This design comes from an exercise in tuning for small area on the open sky130 flow, not from production work.
Only simulation tests tie the RTL to the original design; equivalence was not proved.
Power and IR drop assume default switching activity.

==> flow/design.v <==
package sdu_pkg;
    typedef enum logic [2:0] {
        IDLE, IDX, COLON, DATA, CR, LF, NEXT, FIN
    } state_t;
    localparam logic [7:0] ASC_COLON = 8'h3A;
    localparam logic [7:0] ASC_CR    = 8'h0D;
    localparam logic [7:0] ASC_LF    = 8'h0A;
    localparam logic [7:0] ASC_BANG  = 8'h21;
    function automatic logic [7:0] hex2asc(input logic [3:0] nib);
        hex2asc = (nib < 4'd10) ? (8'h30 + {4'h0, nib}) : (8'h37 + {4'h0, nib});
    endfunction
    function automatic int imax(input int a, input int b);
        imax = (a > b) ? a : b;
    endfunction
endpackage
module sdu_hex_ser
#(
    parameter int SW = 32,
    parameter int CW = 4
) (
    input  logic          clk,
    input  logic          rst,
    input  logic          load,
    input  logic [SW-1:0] word,
    input  logic [CW-1:0] ndig,
    input  logic          ready,
    output logic [7:0]    data,
    output logic          valid,
    output logic          last
);
    logic [SW-1:0] sh;
    logic [CW-1:0] cnt;
    always_ff @(posedge clk or posedge rst) begin
        if (rst) begin
            sh  <= '0;
            cnt <= '0;
        end else if (load) begin
            sh  <= word;
            cnt <= ndig;
        end else if (valid && ready) begin
            sh  <= sh << 4;
            cnt <= cnt - 1'b1;
        end
    end
    assign valid = (cnt != '0);
    assign last  = (cnt == CW'(1));
    assign data  = sdu_pkg::hex2asc(sh[SW-1 -: 4]);
endmodule
module sdu_probe_dump
#(
    parameter int NCH  = 24,
    parameter int DW   = 32
) (
    input  logic                clk,
    input  logic                rst,
    input  logic                start,
    input  logic                mode,
    input  logic [4:0]          ch_sel,
    input  logic [NCH*DW-1:0]   probe,
    output logic [7:0]          tx_data,
    output logic                tx_valid,
    input  logic                tx_ready,
    output logic                busy,
    output logic                done,
    output logic                err
);
    localparam logic [2:0] S_IDLE  = 3'd0;
    localparam logic [2:0] S_IDXH  = 3'd1;    
    localparam logic [2:0] S_IDXL  = 3'd2;    
    localparam logic [2:0] S_COLON = 3'd3;    
    localparam logic [2:0] S_DATA  = 3'd4;
    localparam logic [2:0] S_CR    = 3'd5;
    localparam logic [2:0] S_LF    = 3'd6;
    localparam logic [2:0] S_FIN   = 3'd7;
    logic [2:0]        state;
    logic [4:0]        c;        
    logic [2:0]        rp;       
    logic [3:0]        nq;       
    logic              mode_r, bad_r;
    logic              ld, ld_n;
    logic              ph;
    logic [NCH*DW-1:0] snap;
    logic [7:0]        txd;
    logic       idle, bad_in, take;
    logic [3:0] nib;
    logic [7:0] first_b, next_b;
    assign idle     = (state == S_IDLE);
    assign bad_in   = !mode && (ch_sel >= 5'd24);
    assign busy     = (state != S_IDLE) && (state != S_FIN);
    assign done     = (state == S_FIN);
    assign tx_valid = busy;
    assign tx_data  = txd;
    assign take     = tx_ready && busy;
    function automatic logic [7:0] hex(input logic [3:0] v);
        hex = (v < 4'd10) ? (8'h30 + {4'h0, v}) : (8'h37 + {4'h0, v});
    endfunction
    always_ff @(posedge clk or posedge rst) begin
        if (rst) begin
            ld   <= 1'b1;
            ld_n <= 1'b0;
        end else begin
            ld   <= (state == S_FIN) || (idle && !start);
            ld_n <= !((state == S_FIN) || (idle && !start));
        end
    end
    always_ff @(posedge clk) begin
        snap <= ~((snap | {(NCH*DW){ld}}) & (probe | {(NCH*DW){ld_n}}));
        ph   <= ld | ~ph;
    end
    logic [7:0]      nsel;
    logic [NCH-1:0]  csel;
    logic [3:0]      m1 [NCH];
    always_comb begin
        for (int n = 0; n < 8; n++) nsel[n] = (rp == 3'(n));
        for (int ch = 0; ch < NCH; ch++) csel[ch] = (c == 5'(ch));
        for (int ch = 0; ch < NCH; ch++) begin
            m1[ch] = '0;
            for (int n = 0; n < 8; n++)
                m1[ch] = m1[ch] | (snap[ch*DW + n*4 +: 4] & {4{nsel[n]}});
        end
        nib = '0;
        for (int ch = 0; ch < NCH; ch++) nib = nib | (m1[ch] & {4{csel[ch]}});
        nib = nib ^ {4{ph}};
    end
    assign first_b = bad_in ? 8'h21 : (!mode && ch_sel[4]) ? 8'h31 : 8'h30;
    always_comb begin
        case (state)
            S_IDXH:  next_b = hex(c[3:0]);
            S_IDXL:  next_b = 8'h3A;
            S_COLON: next_b = bad_r ? 8'h0D : hex(nq);
            S_DATA:  next_b = (rp == 3'd6) ? 8'h0D : hex(nq);
            S_CR:    next_b = 8'h0A;
            default: next_b = (c >= 5'd15) ? 8'h31 : 8'h30;    
        endcase
    end
    always_ff @(posedge clk) begin
        if (idle)      txd <= first_b;
        else if (take) txd <= next_b;
    end
    always_ff @(posedge clk) begin
        if (take || !((state == S_COLON) || (state == S_DATA))) nq <= nib;
    end
    always_ff @(posedge clk or posedge rst) begin
        if (rst) begin
            state  <= S_IDLE;
            c      <= '0;
            rp     <= 3'd7;
            mode_r <= 1'b0;
            bad_r  <= 1'b0;
            err    <= 1'b0;
        end else begin
            case (state)
                S_IDLE: begin
                    rp <= 3'd7;
                    if (start) begin
                        mode_r <= mode;
                        bad_r  <= bad_in;
                        err    <= 1'b0;
                        c      <= mode ? 5'd0 : ch_sel;
                        state  <= bad_in ? S_COLON : S_IDXH;
                    end
                end
                S_IDXH:  if (tx_ready) state <= S_IDXL;
                S_IDXL:  if (tx_ready) begin
                    rp    <= 3'd6;
                    state <= S_COLON;
                end
                S_COLON: if (tx_ready) begin
                    if (bad_r) begin
                        err   <= 1'b1;
                        state <= S_CR;
                    end else begin
                        rp    <= 3'd5;
                        state <= S_DATA;
                    end
                end
                S_DATA: if (tx_ready) begin
                    rp <= rp - 3'd1;
                    if (rp == 3'd6) state <= S_CR;
                end
                S_CR: begin
                    rp <= 3'd7;
                    if (tx_ready) state <= S_LF;
                end
                S_LF: if (tx_ready) begin
                    if (mode_r && (c != 5'd23)) begin
                        c     <= c + 5'd1;
                        state <= S_IDXH;
                    end else begin
                        state <= S_FIN;
                    end
                end
                default: state <= S_IDLE;
            endcase
        end
    end
endmodule
module sdu_probe_dump_top (
    input  logic          clk,
    input  logic          rst,
    input  logic          start,
    input  logic          mode,
    input  logic [4:0]    ch_sel,
    input  logic [767:0]  probe,
    output logic [7:0]    tx_data,
    output logic          tx_valid,
    input  logic          tx_ready,
    output logic          busy,
    output logic          done,
    output logic          err
);
    sdu_probe_dump #(.NCH(24), .DW(32)) u_dump (
        .clk      (clk),
        .rst      (rst),
        .start    (start),
        .mode     (mode),
        .ch_sel   (ch_sel),
        .probe    (probe),
        .tx_data  (tx_data),
        .tx_valid (tx_valid),
        .tx_ready (tx_ready),
        .busy     (busy),
        .done     (done),
        .err      (err)
    );
endmodule
==> flow/flow/run.sh <==
#!/bin/bash
# Own layout flow: the standard ORFS flow (standard.sh) with two changes.
#  1. Synthesis is synth_recipe.tcl unchanged, except that the final ABC
#     technology mapping of the combinational logic uses the area-oriented
#     script flow/abc_area.script. Registers are mapped before ABC runs, so
#     they come out exactly as in the standard synthesis.
#  2. Port buffers are sky130_fd_sc_hd__buf_1 (buffer_ports -buffer_cell).
#  3. Clock tree synthesis without dummy loads, from smaller clock buffers.
# Each step's full output goes to a log file in this folder.
set -euo pipefail
W=$PWD

cat > "$W/own_synth.tcl" <<TCL
# Same as synth_recipe.tcl, with ABC's script replaced.
proc abc {args} {
  set i [lsearch -exact \$args -script]
  if {\$i >= 0} { lset args [expr {\$i + 1}] {$W/flow/abc_area.script} }
  yosys abc {*}\$args
}
source {$W/synth_recipe.tcl}
TCL

bash standard.sh SYNTH_SCRIPT="$W/own_synth.tcl" synth > "$W/log_synth.txt" 2>&1
export CTS_ARGS="-sink_clustering_enable -repair_clock_nets -dont_use_dummy_load -buf_list {sky130_fd_sc_hd__clkbuf_4 sky130_fd_sc_hd__clkbuf_8}"
BUFFER_PORTS_ARGS="-buffer_cell sky130_fd_sc_hd__buf_1" \
  bash standard.sh SYNTH_SCRIPT="$W/own_synth.tcl" finish > "$W/log_layout.txt" 2>&1
test -s "$W/out/final.def"
==> flow/flow/abc_area.script <==
strash
balance
dch
amap
topo
dnsize -c
==> flow/standard.sh <==
#!/bin/bash
# synth_recipe.tcl (not shown) runs the flow's synth.tcl, then flattens the netlist and writes it again
# the make line also repeats each setting of config.mk as NAME=value (left out here)
make -C /OpenROAD-flow-scripts/flow DESIGN_CONFIG=/design/flow/config.mk WORK_HOME=/design/flow/orfs CLKGATE_MAP_FILE= SYNTH_SCRIPT=/design/flow/synth_recipe.tcl "${@:-finish}"
==> flow/config.mk <==
export PLATFORM = sky130hd
export DESIGN_NAME = sdu_probe_dump_top
export DESIGN_NICKNAME = sdu_probe_dump_top
export VERILOG_FILES = /design/flow/design.v
export SDC_FILE = /design/flow/constraint.sdc
export NUM_CORES = 4
export LEC_CHECK = 0
export ABC_AREA = 1
export CAP_MARGIN = 20
export CORE_AREA = 2 2 298 258
export DIE_AREA = 0 0 300 260
export PLACE_DENSITY = 0.6
export SETUP_SLACK_MARGIN = 0.1
export SLEW_MARGIN = 20
==> flow/constraint.sdc <==
create_clock -name core_clock -period 4.0 [get_ports {clk}]
set_input_delay 0.8000 -clock core_clock [delete_from_list [all_inputs] [get_ports {clk}]]
set_output_delay 0.8000 -clock core_clock [all_outputs]
set_load 0.01 [all_outputs]
==> results.json, run 1 <==
{
  "clk-insertion-delay-late_ns": 0.77,
  "avgViaCountPerCell": 5.97,
  "ys_warn_count": 2,
  "postSynthCellCount": 2319,
  "port_buffers": 788,
  "critPathSlowestCell": "dfstp_2",
  "grt.total_usage_pct": 27.5,
  "worst-path-buf-inv": 2,
  "syn_to_final_growth_pct": 26.4,
  "die_h_um": 260,
  "worst_hold_slack_ns": 0.202,
  "nNetsFinal": 4107,
  "status": "finished clean",
  "drc": 0,
  "cap_viol_max_count": 0,
  "cts_htree_levels": 4,
  "postRouteWirelength_mm": 112,
  "r2r-start": "u_dump.rp[0]",
  "cts.reportedPaths.clkPinSlew_ns": 0.06,
  "regToRegSetupSlack_ns": 0.31,
  "dp_hpwl_mm": 81.4,
  "syn_area_per_cell_um2": 11.4,
  "wl_per_cell_um": 26.0,
  "gp_congestion": 0.928,
  "synth_flop_cell": "dfxtp_1",
  "holdPathEnd": "u_dump.snap[541]",
  "synth.distinct_cells": 41,
  "coreArea_mm2": 0.0747,
  "first_pass_iters": 6,
  "cts_tree": "yes",
  "synth_fp_nets": 3109,
  "drive_gt1_share_pct": 6.82,
  "syn_area_mm2": 0.0263,
  "drtAntennaViolNets": 0,
  "worstPathArrival_ns": 4.12,
  "worstSetupStartpointType": "flip-flop",
  "total_power_mw": 32.5,
  "vias": 25802,
  "dieArea_mm2": 0.0780,
  "finClkSkew_ns": 0.0662,
  "p_leak_nw": 11.8,
  "yosys.area.top_type": "dfxtp_1",
  "yosys-top-cells-area": "dfxtp_1 58%, o22ai_1 19%, a22o_1 6.7%",
  "fmax_ghz": 0.271,
  "place_inst": 4178,
  "grt_pass1_vias": 25016,
  "clock-root-buffer": "clkbuf_8",
  "ir_drop_v": 0.000434,
  "setup_viol": 0,
  "grt_pass1_wl_mm": 160,
  "min_path_type": "in2reg",
  "crit_fanout": 32,
  "most-common-layout-cells": "809 x o22ai_1, 788 x buf_1, 769 x dfxtp_1, 201 x a22o_1, 133 x clkbuf_8",
  "synth_edf_count": 11,
  "reg2reg_depth": 11,
  "fin_util_pct": 44.5,
  "clk_path_buf_depth": 3,
  "die_x_um": 300,
  "critical_path.max_stage_delay_ns": 0.55,
  "cts-buffers-inserted": 133,
  "seq_area_frac_synth_pct": 61.3,
  "path_cells": "clkinv_1 -> ha_1 -> nor2b_4 -> buf_4 -> a22o_1 -> nor4_1 -> o22ai_1 -> nor4_1 -> nand4_1 -> nand2_1 -> o21ai_0",
  "yosys_register_bits": 796,
  "final_common_cell": "o22ai_1",
  "grt_max_degree": 145,
  "min_period_ns": 3.69,
  "drv_slew": 0,
  "crit_path_end_kind": "flip-flop",
  "cp_common_cell": "nor4_1",
  "critPathTopFamily": "simple AND/OR/NAND/NOR gates",
  "rr_endpoint": "u_dump.nq[2]",
  "cp.required_ns": 4.44,
  "max_slew.worst_pin.slew_ns": 0.906,
  "fin_crit_sh_pct": 92.2,
  "drt-initial-drc-count": 2297,
  "finalNonFillerCells": 4322,
  "pin_count": 790,
  "setup_tns_ns": 0,
  "rsz0062_at_grt": "false",
  "min_path_cells": 2,
  "netlist.area_leader.share_pct": 58.5,
  "start_util_pct": 35.2,
  "max_slew_margin_pct": 39.6,
  "num_rows": 93,
  "min_from": "probe[541]",
  "async_flop_share_pct": 2.01,
  "p_per_area_mw_per_mm2": 976,
  "critical_path_class": "reg2reg",
  "antenna_found_initial": 19,
  "hold_viol": 0,
  "cts.sinks": 796,
  "grt-ovfl-total": 0
}
sequential cells by signal, summed over array words and instances (netlist names):
register	cells
u_dump.mode_r	1
u_dump.state	3
u_dump.err	1
u_dump.ld_n	1
u_dump.ph	1
u_dump.c	5
u_dump.txd	7
u_dump.ld	1
u_dump.rp	3
u_dump.nq	4
u_dump.snap	768
u_dump.bad_r	1
Yosys cell counts, types with 2 or more instances:
| library cell | count |
|---|---|
| nor2_1 | 30 |
| nand3b_1 | 2 |
| a222oi_1 | 10 |
| nor2b_1 | 14 |
| nand3_1 | 9 |
| a211oi_1 | 2 |
| or3_1 | 5 |
| clkinv_1 | 38 |
| o22ai_1 | 809 |
| nand2_1 | 50 |
| a41o_1 | 2 |
| edfxtp_1 | 11 |
| and4_1 | 25 |
| and3_1 | 8 |
| nor3_1 | 13 |
| a22oi_1 | 118 |
| o221ai_1 | 2 |
| dfstp_2 | 4 |
| ha_1 | 12 |
| dfrtp_1 | 12 |
| a2111oi_0 | 11 |
| a221oi_1 | 25 |
| a22o_1 | 201 |
| nor4_1 | 51 |
| buf_4 | 2 |
| dfxtp_1 | 769 |
| a31o_1 | 2 |
| or2_0 | 2 |
| and2_0 | 2 |
| o32ai_1 | 12 |
| a21oi_1 | 9 |
| nand4_1 | 15 |
| a31oi_1 | 5 |
| o21ai_0 | 19 |
| a32oi_1 | 2 |
| a221o_1 | 11 |
where the power goes:
| group | internal [mW] | total (mW) | switching (mW) | leakage [nW] |
|---|---|---|---|---|
| Clock | 2.93 | 5.86 | 2.93 | 0.956 |
| Sequential | 12.6 | 15.5 | 2.91 | 6.79 |
| Combinational | 4.73 | 11.1 | 6.38 | 4.03 |
| Total | 20.2 | 32.5 | 12.2 | 11.8 |
through the flow:
stage               area, µm²  worst slack, ns
finish                  33300            0.313
global route            33300            0.165
CTS                     33200            0.195
detailed placement      31400           0.0246
global placement        31400          -0.0287
floorplan               26300           -0.554
metal layers:
metal  part of all wire (%)  track usage [%]  up-vias
li1                       -                -    11862
met1                     42             35.8    12491
met2                     48             45.0     1241
met3                    7.5             5.63      194
met4                    2.6             10.2       14
met5                  0.090                0        -
kinds of logic (layout without fill, tap and decap cells):
family / count (synthesis) / in the layout / synth area share (%)
AO/OA/AOI/OAI: 1244 / 1244 / 32.8
flip-flops: 796 / 796 / 61.3
AND/OR/NAND/NOR: 226 / 226 / 4.75
buffers and inverters: 40 / 1036 / 0.599
adder cells (fa/ha/maj): 12 / 12 / 0.570
other: 1 / 11 / 0.0142
area by class of cell:
class                      instances  area (µm²)
antenna                           10        25.0
clock buffer                     133        1830
fill                            7318       41400
inverter                          38         148
multi-input combinational       1483       10100
sequential                       796       16100
tap                              997        1250
timing repair buffer             865        3780
worst max-delay path by stage:
stage | start | endpoint | depth (start not counted)
final | u_dump.rp[0] | u_dump.nq[2] | 11
after global routing | u_dump.rp[0] | u_dump.nq[1] | 12
after floorplan | u_dump.ld_n | u_dump.snap[0] | 1
after global placement | u_dump.rp[0] | u_dump.nq[3] | 12
after CTS | u_dump.rp[0] | u_dump.nq[3] | 12
after detailed placement | u_dump.rp[0] | u_dump.nq[3] | 12
what timing repair did:
action	in CTS	in global routing
endpoints found under the hold margin	3	0
endpoints found under the setup margin	2	3
setup buffers	0	0
resized for setup	2	4
hold buffers	1	0
==> run 2, diff against run 1 <==
--- a/flow/design.v
+++ b/flow/design.v
@@ -110,16 +110,35 @@
     logic [7:0]      nsel;
     logic [NCH-1:0]  csel;
-    logic [3:0]      m1 [NCH];
+    logic [1:0]      hp [8][4];      
+    logic [5:0]      g2;
+    logic [3:0]      raw;
     always_comb begin
         for (int n = 0; n < 8; n++) nsel[n] = (rp == 3'(n));
         for (int ch = 0; ch < NCH; ch++) csel[ch] = (c == 5'(ch));
-        for (int ch = 0; ch < NCH; ch++) begin
-            m1[ch] = '0;
-            for (int n = 0; n < 8; n++)
-                m1[ch] = m1[ch] | (snap[ch*DW + n*4 +: 4] & {4{nsel[n]}});
-        end
-        nib = '0;
-        for (int ch = 0; ch < NCH; ch++) nib = nib | (m1[ch] & {4{csel[ch]}});
-        nib = nib ^ {4{ph}};
+        for (int n = 0; n < 8; n++)
+            for (int b = 0; b < 4; b++)
+                for (int h = 0; h < 2; h++) begin
+                    logic [3:0] g;
+                    for (int j = 0; j < 4; j++) begin
+                        int ch;
+                        ch = 12*h + 3*j;
+                        g[j] = ~((snap[ch*DW + n*4 + b]     & csel[ch]) |
+                                 (snap[(ch+1)*DW + n*4 + b] & csel[ch+1]) |
+                                 (snap[(ch+2)*DW + n*4 + b] & csel[ch+2]));
+                    end
+                    hp[n][b][h] = ~(&g);
+                end
+        for (int b = 0; b < 4; b++) begin
+            for (int k = 0; k < 5; k++) begin
+                int i0, i1, i2;
+                i0 = 3*k; i1 = 3*k + 1; i2 = 3*k + 2;
+                g2[k] = ~((hp[i0/2][b][i0%2] & nsel[i0/2]) |
+                          (hp[i1/2][b][i1%2] & nsel[i1/2]) |
+                          (hp[i2/2][b][i2%2] & nsel[i2/2]));
+            end
+            g2[5] = ~(hp[7][b][1] & nsel[7]);
+            raw[b] = ~(&g2);
+        end
+        nib = raw ^ {4{ph}};
     end
     assign first_b = bad_in ? 8'h21 : (!mode && ch_sel[4]) ? 8'h31 : 8'h30;
--- a/flow/flow/run.sh
+++ b/flow/flow/run.sh
@@ -22,5 +22,5 @@
 
 bash standard.sh SYNTH_SCRIPT="$W/own_synth.tcl" synth > "$W/log_synth.txt" 2>&1
-export CTS_ARGS="-sink_clustering_enable -repair_clock_nets -dont_use_dummy_load -buf_list {sky130_fd_sc_hd__clkbuf_4 sky130_fd_sc_hd__clkbuf_8}"
+export CTS_ARGS="-sink_clustering_enable -repair_clock_nets -dont_use_dummy_load -sink_clustering_size 30 -sink_clustering_max_diameter 80 -buf_list {sky130_fd_sc_hd__clkbuf_8 sky130_fd_sc_hd__clkbuf_16}"
 BUFFER_PORTS_ARGS="-buffer_cell sky130_fd_sc_hd__buf_1" \
   bash standard.sh SYNTH_SCRIPT="$W/own_synth.tcl" finish > "$W/log_layout.txt" 2>&1
==> flow/flow/abc_area.script (replaced) <==
&get -n
&st
&nf -R 1000
&put
topo
dnsize -c
==> run 2 against run 1 <==
Against the previous run:
- register-to-register slack worse by 0.04 ns
- worst hold slack gained 0.022 ns
- sequential share of layout area increased by 2.7 points
- still clean on timing, DRC and antenna
- critical endpoint is now u_dump.nq[3]
- maximum frequency decreased by 1.2%
- count of clock-buffer cells in the layout down 95
==> results.json, run 2 <==
{
  "cts_htree_levels": 2,
  "reg.largest.list": "u_dump.snap (768), u_dump.txd (7), u_dump.c (5)",
  "drive_gt1_share_pct": 4.38,
  "dieArea_mm2": 0.0780,
  "nFillCells": 7387,
  "ir_drop_v": 0.000496,
  "wl_met3_mm": 11.3,
  "rsz0062_at_grt": "false",
  "clk-insertion-delay-late_ns": 0.60,
  "avgViaCountPerCell": 6.20,
  "p_leak_nw": 10.6,
  "p_per_area_mw_per_mm2": 939,
  "pin_count": 790,
  "cts.sinks": 796,
  "grt_max_degree": 132,
  "critical_path.max_stage_delay_ns": 0.44,
  "area.sequential_mm2": 0.0161,
  "postSynthCellCount": 2137,
  "wl_per_cell_um": 28.1,
  "start_util_pct": 34.2,
  "async_flop_share_pct": 2.01,
  "max_slew.worst_pin.slew_ns": 1.07,
  "grt.total_usage_pct": 27.4,
  "vias": 25046,
  "cts.reportedPaths.clkPinSlew_ns": 0.06,
  "clk_path_buf_depth": 3,
  "path_cells": "clkinv_1 -> ha_2 -> and3_2 -> buf_4 -> a222oi_1 -> nand4_1 -> a2111oi_4 -> buf_4 -> nand4_1 -> nor4b_2 -> xnor2_1",
  "drv_slew": 0,
  "cap_viol_max_count": 0,
  "dp_slack_ns": -0.303,
  "cp.required_ns": 4.27,
  "yosys-top-cells-area": "dfxtp_1 60%, o22ai_1 19%, a222oi_1 10%",
  "wl_met1_mm": 45.5,
  "hold_viol": 0,
  "syn_to_final_growth_pct": 23.5,
  "die_x_um": 300,
  "cts_hold_repair.buffers": 0,
  "crit_path_end_kind": "flip-flop",
  "seq_area_frac_synth_pct": 63.2,
  "max_slew_margin_pct": 28.8,
  "setup_viol": 0,
  "min_path_type": "in2async",
  "die_h_um": 260,
  "fmax_ghz": 0.268,
  "yosys-top-cells-count": "769 x dfxtp_1, 769 x o22ai_1, 256 x a222oi_1",
  "clock-root-buffer": "clkbuf_16",
  "final_common_cell": "buf_1",
  "synth_edf_count": 11,
  "cts-buffers-inserted": 38,
  "dp_hpwl_mm": 83.4,
  "largest_reg_flops": 768,
  "postRouteWirelength_mm": 114,
  "yosys_register_bits": 796,
  "status": "finished clean",
  "syn_area_per_cell_um2": 12.0,
  "worstSetupStartpointType": "flip-flop",
  "port_buffers": 788,
  "netlist.area_leader.share_pct": 60.3,
  "grt_pass1_wl_mm": 159,
  "worstPathArrival_ns": 4.01,
  "antenna_found_initial": 37,
  "top_layer": "met5",
  "post_cts_buffers": 0,
  "nNetsFinal": 3808,
  "coreArea_mm2": 0.0747,
  "ys_warn_count": 2,
  "critical_path_class": "reg2reg",
  "critPathSlowestCell": "dfrtp_2",
  "synth_fp_nets": 2927,
  "syn_area_mm2": 0.0255,
  "fin_ws_ns": 0.269,
  "route.met2.wl_mm": 51.9,
  "synth.distinct_cells": 46,
  "first_pass_iters": 14,
  "most-common-layout-cells": "788 x buf_1, 769 x o22ai_1, 769 x dfxtp_1, 256 x a222oi_1, 49 x nand4_1",
  "fin_crit_sh_pct": 93.3,
  "finClkSkew_ns": 0.0859,
  "cts_tree": "yes",
  "crit_fanout": 31,
  "synth_flop_cell": "dfxtp_1",
  "num_rows": 93,
  "regMostFlops": "u_dump.snap",
  "yosys.area.top_type": "dfxtp_1",
  "grt_pass1_vias": 23704,
  "finalNonFillerCells": 4040,
  "drc": 0,
  "multi_input_area_mm2": 0.00951,
  "drtAntennaViolNets": 0,
  "gp_congestion": 0.893,
  "min_period_ns": 3.73,
  "drt-initial-drc-count": 4269,
  "grt-ovfl-total": 0,
  "place_inst": 3975
}
-- run 2: final cells by class --
type	count	share of cell area (%)
Multi-Input combinational cell	1329	30.2
Antenna cell	27	0.214
Inverter	10	0.119
Clock buffer	38	3.01
Tap cell	997	3.96
Sequential cell	796	51.2
Timing Repair Buffer	843	11.4
-- run 2: report_power, final --
part	internal, mW	total [mW]	switching, mW
logic	4.13	9.58	5.45
registers	12.5	15.8	3.30
clock network	1.71	4.19	2.48
-- run 2: layer usage --
layer	vias to the layer above	GRT usage, %
met3	211	7.13
met2	1446	43.4
li1	11260	-
met4	14	11.3
met1	12115	35.3
met5	-	0
-- run 2: path summary, 6_finish.rpt --
| check | startpoint | to | slack, ns | depth (start not counted) |
|---|---|---|---|---|
| min | rst | u_dump.c[3] | 0.22 | 2 |
| max in group asynchronous | rst | u_dump.ld_n | 3.43 | 2 |
| max reg2reg | u_dump.c[1] | u_dump.nq[3] | 0.27 | 11 |
| min in group core_clock | probe[676] | u_dump.snap[676] | 0.37 | 2 |
| max | u_dump.c[1] | u_dump.nq[3] | 0.27 | 11 |
| min reg2reg | u_dump.snap[547] | u_dump.snap[547] | 0.44 | 1 |
-- run 2: timing repair --
action / 4_1_cts / 5_1_grt
gates resized for setup: 7 / 17
pin swaps: 3 / 8
cloned: 0 / 0
endpoints found under the setup margin: 2 / 4
-- run 2: per-stage QoR --
| step | power (mW) | util (%) | hold WS [ns] | cell area, µm² | TNS (ns) |
|---|---|---|---|---|---|
| floorplan | 21.2 | - | 0.421 | 25500 | -292.00 |
| global placement | 25.1 | 40.7 | 0.430 | 30400 | -0.154 |
| detailed placement | 25.3 | 40.7 | 0.436 | 30400 | -0.303 |
| CTS | 29.4 | 42.0 | 0.204 | 31400 | 0 |
| global route | 31.1 | 42.2 | 0.248 | 31500 | 0 |
| finish | 29.6 | 42.2 | 0.224 | 31500 | 0 |
-- run 2: cells by family (layout without fill, tap and decap cells) --
group                      Yosys count  after routing  share of synthesized area (%)
muxes                                8              8                          0.343
xor gates and xnor gates            11             11                          0.377
AOI/OAI and AO/OA                 1122           1122                           31.4
buffers and inverters               12            891                          0.206
other                                1             28                         0.0147
DFF                                796            796                           63.2
and+or+nand+nor                    175            175                           3.88
adders and majority gates           12             12                          0.588
-- run 2: worst max-delay path: cells and delay by family (launching register included) --
family                     cells  cell delay, ns
and+or+nand+nor                4            1.21
AOI/OAI and AO/OA              2            0.80
buffers and inverters          3            0.60
DFF                            1            0.44
adders and majority gates      1            0.27
xor gates and xnor gates       1            0.10
==> run 3, diff against run 2 <==
--- a/flow/design.v
+++ b/flow/design.v
@@ -162,55 +162,42 @@
     always_ff @(posedge clk or posedge rst) begin
         if (rst) begin
-            state  <= S_IDLE;
-            c      <= '0;
-            rp     <= 3'd7;
-            mode_r <= 1'b0;
-            bad_r  <= 1'b0;
-            err    <= 1'b0;
+            state <= S_IDLE;
+            err   <= 1'b0;
         end else begin
             case (state)
-                S_IDLE: begin
-                    rp <= 3'd7;
-                    if (start) begin
-                        mode_r <= mode;
-                        bad_r  <= bad_in;
-                        err    <= 1'b0;
-                        c      <= mode ? 5'd0 : ch_sel;
-                        state  <= bad_in ? S_COLON : S_IDXH;
-                    end
+                S_IDLE:  if (start) begin
+                    err   <= 1'b0;
+                    state <= bad_in ? S_COLON : S_IDXH;
                 end
                 S_IDXH:  if (tx_ready) state <= S_IDXL;
-                S_IDXL:  if (tx_ready) begin
-                    rp    <= 3'd6;
-                    state <= S_COLON;
-                end
+                S_IDXL:  if (tx_ready) state <= S_COLON;
                 S_COLON: if (tx_ready) begin
-                    if (bad_r) begin
-                        err   <= 1'b1;
-                        state <= S_CR;
-                    end else begin
-                        rp    <= 3'd5;
-                        state <= S_DATA;
-                    end
-                end
-                S_DATA: if (tx_ready) begin
-                    rp <= rp - 3'd1;
-                    if (rp == 3'd6) state <= S_CR;
-                end
-                S_CR: begin
-                    rp <= 3'd7;
-                    if (tx_ready) state <= S_LF;
-                end
-                S_LF: if (tx_ready) begin
-                    if (mode_r && (c != 5'd23)) begin
-                        c     <= c + 5'd1;
-                        state <= S_IDXH;
-                    end else begin
-                        state <= S_FIN;
-                    end
-                end
+                    if (bad_r) err <= 1'b1;
+                    state <= bad_r ? S_CR : S_DATA;
+                end
+                S_DATA:  if (tx_ready && (rp == 3'd6)) state <= S_CR;
+                S_CR:    if (tx_ready) state <= S_LF;
+                S_LF:    if (tx_ready) state <= (mode_r && (c != 5'd23)) ? S_IDXH : S_FIN;
                 default: state <= S_IDLE;
             endcase
         end
+    end
+    always_ff @(posedge clk) begin
+        case (state)
+            S_IDLE: begin
+                rp <= 3'd7;
+                if (start) begin
+                    mode_r <= mode;
+                    bad_r  <= bad_in;
+                    c      <= mode ? 5'd0 : ch_sel;
+                end
+            end
+            S_IDXL:  if (tx_ready) rp <= 3'd6;
+            S_COLON: if (tx_ready) rp <= 3'd5;
+            S_DATA:  if (tx_ready) rp <= rp - 3'd1;
+            S_CR:    rp <= 3'd7;
+            S_LF:    if (tx_ready && mode_r && (c != 5'd23)) c <= c + 5'd1;
+            default: ;
+        endcase
     end
 endmodule
--- a/flow/flow/run.sh
+++ b/flow/flow/run.sh
@@ -6,5 +6,6 @@
 #     they come out exactly as in the standard synthesis.
 #  2. Port buffers are sky130_fd_sc_hd__buf_1 (buffer_ports -buffer_cell).
-#  3. Clock tree synthesis without dummy loads, from smaller clock buffers.
+#  3. Clock tree synthesis without dummy loads, with larger sink clusters
+#     (up to 30 flip-flops per clock buffer).
 # Each step's full output goes to a log file in this folder.
 set -euo pipefail
--- a/flow/config.mk
+++ b/flow/config.mk
@@ -8,7 +8,7 @@
 export ABC_AREA = 1
 export CAP_MARGIN = 20
-export CORE_AREA = 2 2 298 258
-export DIE_AREA = 0 0 300 260
-export PLACE_DENSITY = 0.6
+export CORE_AREA = 2 2 278 260
+export DIE_AREA = 0 0 280 262
+export PLACE_DENSITY = 0.75
 export SETUP_SLACK_MARGIN = 0.1
 export SLEW_MARGIN = 20
==> run 3 against run 2 <==
Against the previous run:
- sequential share of layout area is 0.35 points higher
- maximum frequency is 5.0% lower
- first-iteration DRC count is 3.4% lower
- die area is 5.9% lower
- utilization is 2.4 points higher
- clock power is 2% higher
- cell count is 2.3% lower
- critical endpoint unchanged
- total power is 0.17% lower
==> results.json, run 3 <==
{
  "vias": 25521,
  "cts.sinks": 796,
  "largest_reg_flops": 768,
  "cts_tree": "yes",
  "worstPathArrival_ns": 4.25,
  "avgViaCountPerCell": 6.47,
  "syn_area_mm2": 0.0255,
  "grt-ovfl-total": 0,
  "ys_warn_count": 2,
  "path_cells": "clkinv_1 -> ha_1 -> and3_2 -> buf_4 -> a222oi_1 -> nand4_1 -> o21ai_1 -> nand4_1 -> nor4b_2 -> xnor2_1",
  "drive_gt1_share_pct": 4.79,
  "hold_viol": 0,
  "synth_fp_nets": 2915,
  "netlist.area_leader.share_pct": 60.4,
  "yosys-top-cells-count": "769 x dfxtp_1, 768 x o22ai_1, 256 x a222oi_1",
  "syn_area_per_cell_um2": 12.0,
  "crit_fanout": 24,
  "ir_drop_v": 0.000479,
  "grt_pass1_vias": 24004,
  "setup_viol": 0,
  "drc": 0,
  "num_rows": 94,
  "status": "finished clean",
  "yosys_register_bits": 796,
  "critical_path_class": "reg2reg",
  "async_flop_share_pct": 0.754,
  "rsz0062_at_grt": "true",
  "final_common_cell": "buf_1",
  "fin_crit_sh_pct": 98.2,
  "synth_edf_count": 21,
  "critical_path.max_stage_delay_ns": 0.67,
  "drtAntennaViolNets": 0,
  "cap_viol_max_count": 0,
  "postSynthCellCount": 2125,
  "regToRegSetupSlack_ns": 0.07,
  "seq_area_frac_synth_pct": 63.5,
  "cts_htree_levels": 2,
  "antenna_found_initial": 18,
  "syn_to_final_growth_pct": 23.3,
  "worstSetupStartpointType": "flip-flop",
  "coreArea_mm2": 0.0705,
  "max_slew_margin_pct": 39.2,
  "cts-buffers-inserted": 40,
  "finClkSkew_ns": 0.0739,
  "p_leak_nw": 10.7,
  "dp_hpwl_mm": 81.3,
  "cp_common_cell": "nand4_1",
  "die_x_um": 280,
  "clk_path_buf_depth": 3,
  "synth_flop_cell": "dfxtp_1",
  "drt-initial-drc-count": 4122,
  "fin_ws_ns": 0.0732,
  "r2r-start": "u_dump.c[0]",
  "yosys.area.top_type": "dfxtp_1",
  "reg.largest.list": "u_dump.snap (768), u_dump.txd (7), u_dump.c (5)",
  "die_h_um": 262,
  "max_slew.worst_pin.slew_ns": 0.908,
  "fin_util_pct": 44.6,
  "yosysMostFrequentCell": "dfxtp_1",
  "regMostFlops": "u_dump.snap",
  "clk-insertion-delay-late_ns": 0.60,
  "grt_pass1_wl_mm": 154,
  "cp.required_ns": 4.32,
  "wl_per_cell_um": 27.7,
  "critPathTopFamily": "simple AND/OR/NAND/NOR gates",
  "fmax_ghz": 0.255,
  "most-common-layout-cells": "788 x buf_1, 769 x dfxtp_1, 768 x o22ai_1, 256 x a222oi_1, 63 x buf_4",
  "cts.reportedPaths.clkPinSlew_ns": 0.09,
  "grt_max_degree": 130,
  "first_pass_iters": 13,
  "synth.distinct_cells": 45,
  "cts_hold_repair.buffers": 0,
  "start_util_pct": 36.2,
  "grt.total_usage_pct": 27.9,
  "rr_endpoint": "u_dump.nq[3]",
  "reg2reg_depth": 10,
  "min_path_type": "in2async",
  "crit_path_end_kind": "flip-flop",
  "clock-root-buffer": "clkbuf_16",
  "yosys-top-cells-area": "dfxtp_1 60%, o22ai_1 19%, a222oi_1 10%",
  "gp_congestion": 0.948,
  "critPathSlowestCell": "a222oi_1",
  "port_buffers": 788,
  "p_per_area_mw_per_mm2": 941,
  "pin_count": 790,
  "worst_hold_slack_ns": 0.113,
  "postRouteWirelength_mm": 109,
  "dieArea_mm2": 0.0734,
  "min_period_ns": 3.93,
  "dp_slack_ns": -0.0812,
  "drv_slew": 0,
  "worst-path-buf-inv": 2,
  "nNetsFinal": 3817
}
-- run 3: changes by cell type in the layout (fill, tap and decap cells not counted), moves of 5 or more --
cell	delta
dfrtp_1	-5
and3_4	-6
diode_2	-17
nand2_1	-5
buf_4	+25
edfxtp_1	+10
mux2_1	-5
and3_2	+6
buf_12	-6
-- run 3: what timing repair did --
item / 4_1_cts / 5_1_grt
resized for setup: 6 / 5
pin swaps: 4 / 3
setup buffers: 3 / 3
setup endpoints to repair: 1 / 2
-- run 3: worst max path at each step --
stage / cells after the start / to / slack [ns] / from
2_1_floorplan: 1 / u_dump.snap[0] / -0.38 / u_dump.ld_n
3_3_place_gp: 12 / u_dump.nq[3] / -0.22 / u_dump.c[1]
3_5_place_dp: 10 / u_dump.nq[3] / -0.08 / u_dump.c[0]
4_1_cts: 9 / u_dump.nq[3] / 0.12 / u_dump.c[3]
5_1_grt: 12 / u_dump.nq[3] / 0.03 / u_dump.c[1]
6_report: 10 / u_dump.nq[3] / 0.07 / u_dump.c[0]
-- run 3: per-layer routing --
| metal | global-route usage, % | vias to the layer above | wire length (µm) | part of all wire (%) |
|---|---|---|---|---|
| met4 | 13.0 | 8 | 5320 | 4.9 |
| met1 | 35.7 | 12249 | 41600 | 38 |
| met5 | 0 | - | 46 | 0.042 |
| li1 | - | 11229 | - | - |
| met2 | 45.7 | 1750 | 50900 | 47 |
| met3 | 5.56 | 285 | 11300 | 10 |
-- run 3: layout make-up --
cell class / instances / area (µm²)
well taps: 912 / 1140
multi-input cells: 1315 / 9360
flip-flops and latches: 796 / 16200
diodes: 10 / 25.0
fillers: 6711 / 39000
inverters: 12 / 45.0
clock buffers: 40 / 1000
repair buffers: 862 / 3650
-- run 3: per-stage QoR --
stage	total power, mW	std cells	cell area, µm²	setup TNS, ns
after global placement	24.8	3891	30300	-0.224
after detailed placement	25.0	3891	30300	-0.0812
after CTS	29.3	3934	31300	0
after floorplan	21.0	2125	25500	-292.00
after global routing	31.0	3944	31400	0
final	29.6	3947	31400	0
-- run 3: cells by family after synthesis --
| group | share of synthesized area (%) |
|---|---|
| simple gates | 3.80 |
| compound gates | 31.5 |
| fa+ha+maj | 0.589 |
| flops | 63.5 |
| xor+xnor | 0.378 |
| buf+inv | 0.236 |
| mux | 0.0442 |
| other cells | 0.0147 |
-- run 3: power by group --
| part | internal, mW | switching (mW) |
|---|---|---|
| clock | 1.79 | 2.48 |
| sequential | 12.6 | 3.35 |
| combinational | 3.99 | 5.37 |
| total | 18.4 | 11.2 |
==> run 4, diff against run 3 <==
--- a/flow/design.v
+++ b/flow/design.v
@@ -81,8 +81,14 @@
     logic              ph;
     logic [NCH*DW-1:0] snap;
-    logic [7:0]        txd;
+    logic              txh;      
+    logic [3:0]        txv;      
     logic       idle, bad_in, take;
     logic [3:0] nib;
-    logic [7:0] first_b, next_b;
+    logic       first_h, next_h;
+    logic [3:0] first_v, next_v;
+    localparam logic [3:0] C_COLON = 4'd0;
+    localparam logic [3:0] C_BANG  = 4'd1;
+    localparam logic [3:0] C_CR    = 4'd2;
+    localparam logic [3:0] C_LF    = 4'd3;
     assign idle     = (state == S_IDLE);
     assign bad_in   = !mode && (ch_sel >= 5'd24);
@@ -90,5 +96,15 @@
     assign done     = (state == S_FIN);
     assign tx_valid = busy;
-    assign tx_data  = txd;
+    always_comb begin
+        if (txh)
+            tx_data = hex(txv);
+        else
+            case (txv[1:0])
+                2'd0:    tx_data = 8'h3A;
+                2'd1:    tx_data = 8'h21;
+                2'd2:    tx_data = 8'h0D;
+                default: tx_data = 8'h0A;
+            endcase
+    end
     assign take     = tx_ready && busy;
     function automatic logic [7:0] hex(input logic [3:0] v);
@@ -142,18 +158,26 @@
         nib = raw ^ {4{ph}};
     end
-    assign first_b = bad_in ? 8'h21 : (!mode && ch_sel[4]) ? 8'h31 : 8'h30;
+    assign first_h = !bad_in;
+    assign first_v = bad_in ? C_BANG : {3'b000, !mode && ch_sel[4]};
     always_comb begin
+        next_h = 1'b1;
+        next_v = nq;
         case (state)
-            S_IDXH:  next_b = hex(c[3:0]);
-            S_IDXL:  next_b = 8'h3A;
-            S_COLON: next_b = bad_r ? 8'h0D : hex(nq);
-            S_DATA:  next_b = (rp == 3'd6) ? 8'h0D : hex(nq);
-            S_CR:    next_b = 8'h0A;
-            default: next_b = (c >= 5'd15) ? 8'h31 : 8'h30;    
+            S_IDXH:  next_v = c[3:0];
+            S_IDXL:  begin next_h = 1'b0; next_v = C_COLON; end
+            S_COLON: if (bad_r) begin next_h = 1'b0; next_v = C_CR; end
+            S_DATA:  if (rp == 3'd6) begin next_h = 1'b0; next_v = C_CR; end
+            S_CR:    begin next_h = 1'b0; next_v = C_LF; end
+            default: next_v = {3'b000, c >= 5'd15};    
         endcase
     end
     always_ff @(posedge clk) begin
-        if (idle)      txd <= first_b;
-        else if (take) txd <= next_b;
+        if (idle) begin
+            txh <= first_h;
+            txv <= first_v;
+        end else if (take) begin
+            txh <= next_h;
+            txv <= next_v;
+        end
     end
     always_ff @(posedge clk) begin
--- a/flow/flow/run.sh
+++ b/flow/flow/run.sh
@@ -1,7 +1,7 @@
 #!/bin/bash
-# Own layout flow: the standard ORFS flow (standard.sh) with two changes.
+# Own layout flow: the standard ORFS flow (standard.sh) with three changes.
 #  1. Synthesis is synth_recipe.tcl unchanged, except that the final ABC
-#     technology mapping of the combinational logic uses the area-oriented
-#     script flow/abc_area.script. Registers are mapped before ABC runs, so
+#     technology mapping of the combinational logic uses flow/abc_area.script,
+#     an area-oriented mapping that keeps the structure the RTL writes. Registers are mapped before ABC runs, so
 #     they come out exactly as in the standard synthesis.
 #  2. Port buffers are sky130_fd_sc_hd__buf_1 (buffer_ports -buffer_cell).
==> flow/flow/abc_area.script (replaced) <==
&get -n
&st
&dch
&nf -R 1000
&put
topo
dnsize -c
--- a/flow/config.mk
+++ b/flow/config.mk
@@ -8,7 +8,7 @@
 export ABC_AREA = 1
 export CAP_MARGIN = 20
-export CORE_AREA = 2 2 278 260
-export DIE_AREA = 0 0 280 262
-export PLACE_DENSITY = 0.75
+export CORE_AREA = 2 2 298 258
+export DIE_AREA = 0 0 300 260
+export PLACE_DENSITY = 0.6
 export SETUP_SLACK_MARGIN = 0.1
 export SLEW_MARGIN = 20
==> run 4 against run 3 <==
Against the previous run:
- utilization is 2.8 points lower
- sequential power about the same
- cell count up 1.3%
- routed wire length is 1.9% higher
- register-to-register slack improved by 0.21 ns
- first-iteration DRC count shrank 15%
- synthesized area fell by 0.78%
- synthesized cell count is 0.33% lower
- sequential share of layout area increased by 0.15 points
- largest cell class unchanged
- highest routed layer unchanged
==> results.json, run 4 <==
{
  "first_pass_iters": 13,
  "antenna_found_initial": 10,
  "die_h_um": 260,
  "max_slew_margin_pct": 18.4,
  "clk_path_buf_depth": 3,
  "r2r-start": "u_dump.c[0]",
  "critical_path_class": "reg2reg",
  "gp_congestion": 0.907,
  "reg.largest.list": "u_dump.snap (768), u_dump.c (5)",
  "drive_gt1_share_pct": 3.94,
  "min_path_type": "in2async",
  "synth_flop_cell": "dfxtp_1",
  "nNetsFinal": 3788,
  "cp.required_ns": 4.31,
  "drt-initial-drc-count": 3489,
  "p_per_area_mw_per_mm2": 914,
  "clk-insertion-delay-late_ns": 0.58,
  "nFillCells": 7394,
  "wl_per_cell_um": 27.8,
  "ys_warn_count": 2,
  "setup_tns_ns": 0,
  "worstPathArrival_ns": 4.03,
  "p_clk_share_pct": 14.9,
  "fin_crit_sh_pct": 92.9,
  "syn_area_per_cell_um2": 11.9,
  "vias": 24607,
  "seqPwrFrac_pct": 55.6,
  "async_flop_share_pct": 0.756,
  "regMostFlops": "u_dump.snap",
  "worstSetupStartpointType": "flip-flop",
  "largest_reg_flops": 768,
  "place_area_mm2": 0.0302,
  "p_sw_share_pct": 36.9,
  "grt.total_usage_pct": 26.9,
  "crit_fanout": 21,
  "cts.sinks": 794,
  "crit_path_end_kind": "flip-flop",
  "coreArea_mm2": 0.0747,
  "drc": 0,
  "cts_hold_repair.buffers": 0,
  "setup_viol": 0,
  "max_slew.worst_pin.slew_ns": 1.22,
  "dp_hpwl_mm": 81.2,
  "cts_htree_levels": 2,
  "yosysMostFrequentCell": "o22ai_1",
  "yosys-top-cells-area": "dfxtp_1 61%, o22ai_1 19%, a222oi_1 9.5%",
  "grt_pass1_wl_mm": 157,
  "drtAntennaViolNets": 0,
  "num_rows": 93,
  "fmax_ghz": 0.269,
  "most-common-layout-cells": "788 x buf_1, 770 x o22ai_1, 769 x dfxtp_1, 239 x a222oi_1, 39 x nand4_1",
  "start_util_pct": 33.8,
  "avgViaCountPerCell": 6.15,
  "rsz0062_at_grt": "false",
  "cts-buffers-inserted": 38,
  "grt_max_degree": 110,
  "grt-ovfl-total": 0,
  "port_buffers": 788,
  "postSynthCellCount": 2118,
  "power_switching_mw": 10.5,
  "seq_area_frac_synth_pct": 63.7,
  "worst_hold_slack_ns": 0.115,
  "syn_area_mm2": 0.0253,
  "cts.reportedPaths.clkPinSlew_ns": 0.07,
  "synth_fp_nets": 2910,
  "clock-root-buffer": "clkbuf_16",
  "cts_tree": "yes",
  "power_frac_comb_pct": 29.5,
  "startpoint": "u_dump.c[0]",
  "dieArea_mm2": 0.0780,
  "internal_power_mw": 18.0,
  "finClkSkew_ns": 0.0596,
  "postRouteWirelength_mm": 111,
  "netlist.area_leader.share_pct": 60.9,
  "yosys.area.top_type": "dfxtp_1",
  "syn_to_final_growth_pct": 23.4,
  "p_leak_nw": 10.4,
  "stdcell_area_mm2": 0.0312,
  "grt_pass1_vias": 23353,
  "die_x_um": 300,
  "drv_slew": 0,
  "synth.distinct_cells": 39,
  "hold_viol": 0,
  "yosys-top-cells-count": "770 x o22ai_1, 769 x dfxtp_1, 239 x a222oi_1",
  "min_period_ns": 3.72,
  "cap_viol_max_count": 0,
  "final_common_cell": "buf_1",
  "ir_drop_v": 0.000449,
  "pin_count": 790,
  "yosys_register_bits": 794,
  "synth_edf_count": 19,
  "status": "finished clean"
}
==> run 4: power groups by stage <==
stage / Sequential (mW) / Combinational, mW / Clock (mW)
floorplan: 15.7 / 4.92 / 0
global placement: 16.0 / 8.18 / 0
detailed placement: 15.9 / 8.39 / 0
CTS: 15.7 / 8.39 / 4.31
global route: 16.2 / 9.26 / 4.57
finish: 15.9 / 8.43 / 4.24
==> run 4: kinds of logic after synthesis <==
| group | after synthesis | synth area share (%) |
|---|---|---|
| AO/OA/AOI/OAI | 1127 | 31.8 |
| flip-flops | 794 | 63.7 |
| AND/OR/NAND/NOR | 156 | 3.11 |
| buffers and inverters | 15 | 0.252 |
| adder cells (fa/ha/maj) | 14 | 0.693 |
| XOR/XNOR | 9 | 0.312 |
| multiplexers | 2 | 0.0891 |
| other | 1 | 0.0148 |
==> run 4: timing repair <==
item,CTS,global route
hold endpoints to repair,0,0
resized for setup,0,2
setup buffers,0,0
endpoints found under the setup margin,0,1
==> run 4: routing by layer <==
| metal | wire [µm] | part of all wire (%) | track usage [%] |
|---|---|---|---|
| met1 | 45500 | 41 | 35.6 |
| met2 | 53100 | 48 | 44.6 |
| met3 | 8640 | 7.8 | 4.04 |
| met4 | 4050 | 3.6 | 9.49 |
| met5 | 39 | 0.035 | 0 |
==> run 4: worst max-delay path, stage by stage (launching register included) <==
cell,delay [ns]
edfxtp_1,0.47
clkinv_1,0.14
ha_1,0.24
nand2_2,0.21
nor2_4,0.19
buf_4,0.26
a222oi_1,0.79
a41oi_2,0.30
a311oi_1,0.32
nand3_1,0.12
nor2_1,0.18
nand2_1,0.09
xor2_1,0.15
==> run 4: final cells by class <==
| cell class | instances | area [µm²] | share of cell area [%] |
|---|---|---|---|
| tap | 997 | 1250 | 4.00 |
| sequential | 794 | 16100 | 51.7 |
| clock buffer | 38 | 951 | 3.05 |
| timing repair buffer | 840 | 3520 | 11.3 |
| inverter | 13 | 48.8 | 0.156 |
| antenna | 8 | 20.0 | 0.0642 |
| multi-input combinational | 1309 | 9290 | 29.8 |
==> run 4: through the flow <==
step	util, %	worst slack (ns)	instances	total power, mW
floorplan	-	-0.432	2118	20.7
global placement	40.4	0.227	3952	24.2
detailed placement	40.4	0.158	3952	24.3
CTS	41.7	0.151	3990	28.4
global route	41.8	0.135	3996	30.0
finish	41.8	0.284	3999	28.5
==> run 4: final timing paths <==
kind                                    end  slack (ns)  depth (start not counted)
min in group core_clock    u_dump.snap[756]        0.35                          2
setup reg to reg               u_dump.nq[3]        0.28                         12
setup / recovery               u_dump.nq[3]        0.28                         12
max in group asynchronous         u_dump.ld        3.66                          2
hold reg to reg            u_dump.snap[101]        0.44                          1
hold / removal                   u_dump.err        0.12                          2

[separate check: timing with driven ports]
The results above use ideal ports. As a check the final layouts listed here were re-extracted and re-timed, cells and wires unchanged.
Step 1, drivers: a clkbuf_16 drives clk and a buf_2 each remaining input, both assumed.
Step 2, shift: input delay + t, output delay - t, t = (earliest + latest rising clock arrival at the registers) / 2. This alone moves slack from input paths to output paths.
a / b / c = no drivers / after step 1 / after step 2; a / b = the first two.
run | shift t [ns] | setup slack, ns | worst data-port slew with drivers (ns)
run 1 | 0.804 | 0.313 / 0.313 / 0.313 | 0.15
run 2 | 0.625 | 0.269 / 0.269 / 0.269 | 0.17
run 3 | 0.617 | 0.073 / 0.073 / 0.073 | 0.16
run 4 | 0.636 | 0.284 / 0.284 / 0.284 | 0.12
After both steps setup and hold are still met in every run listed.
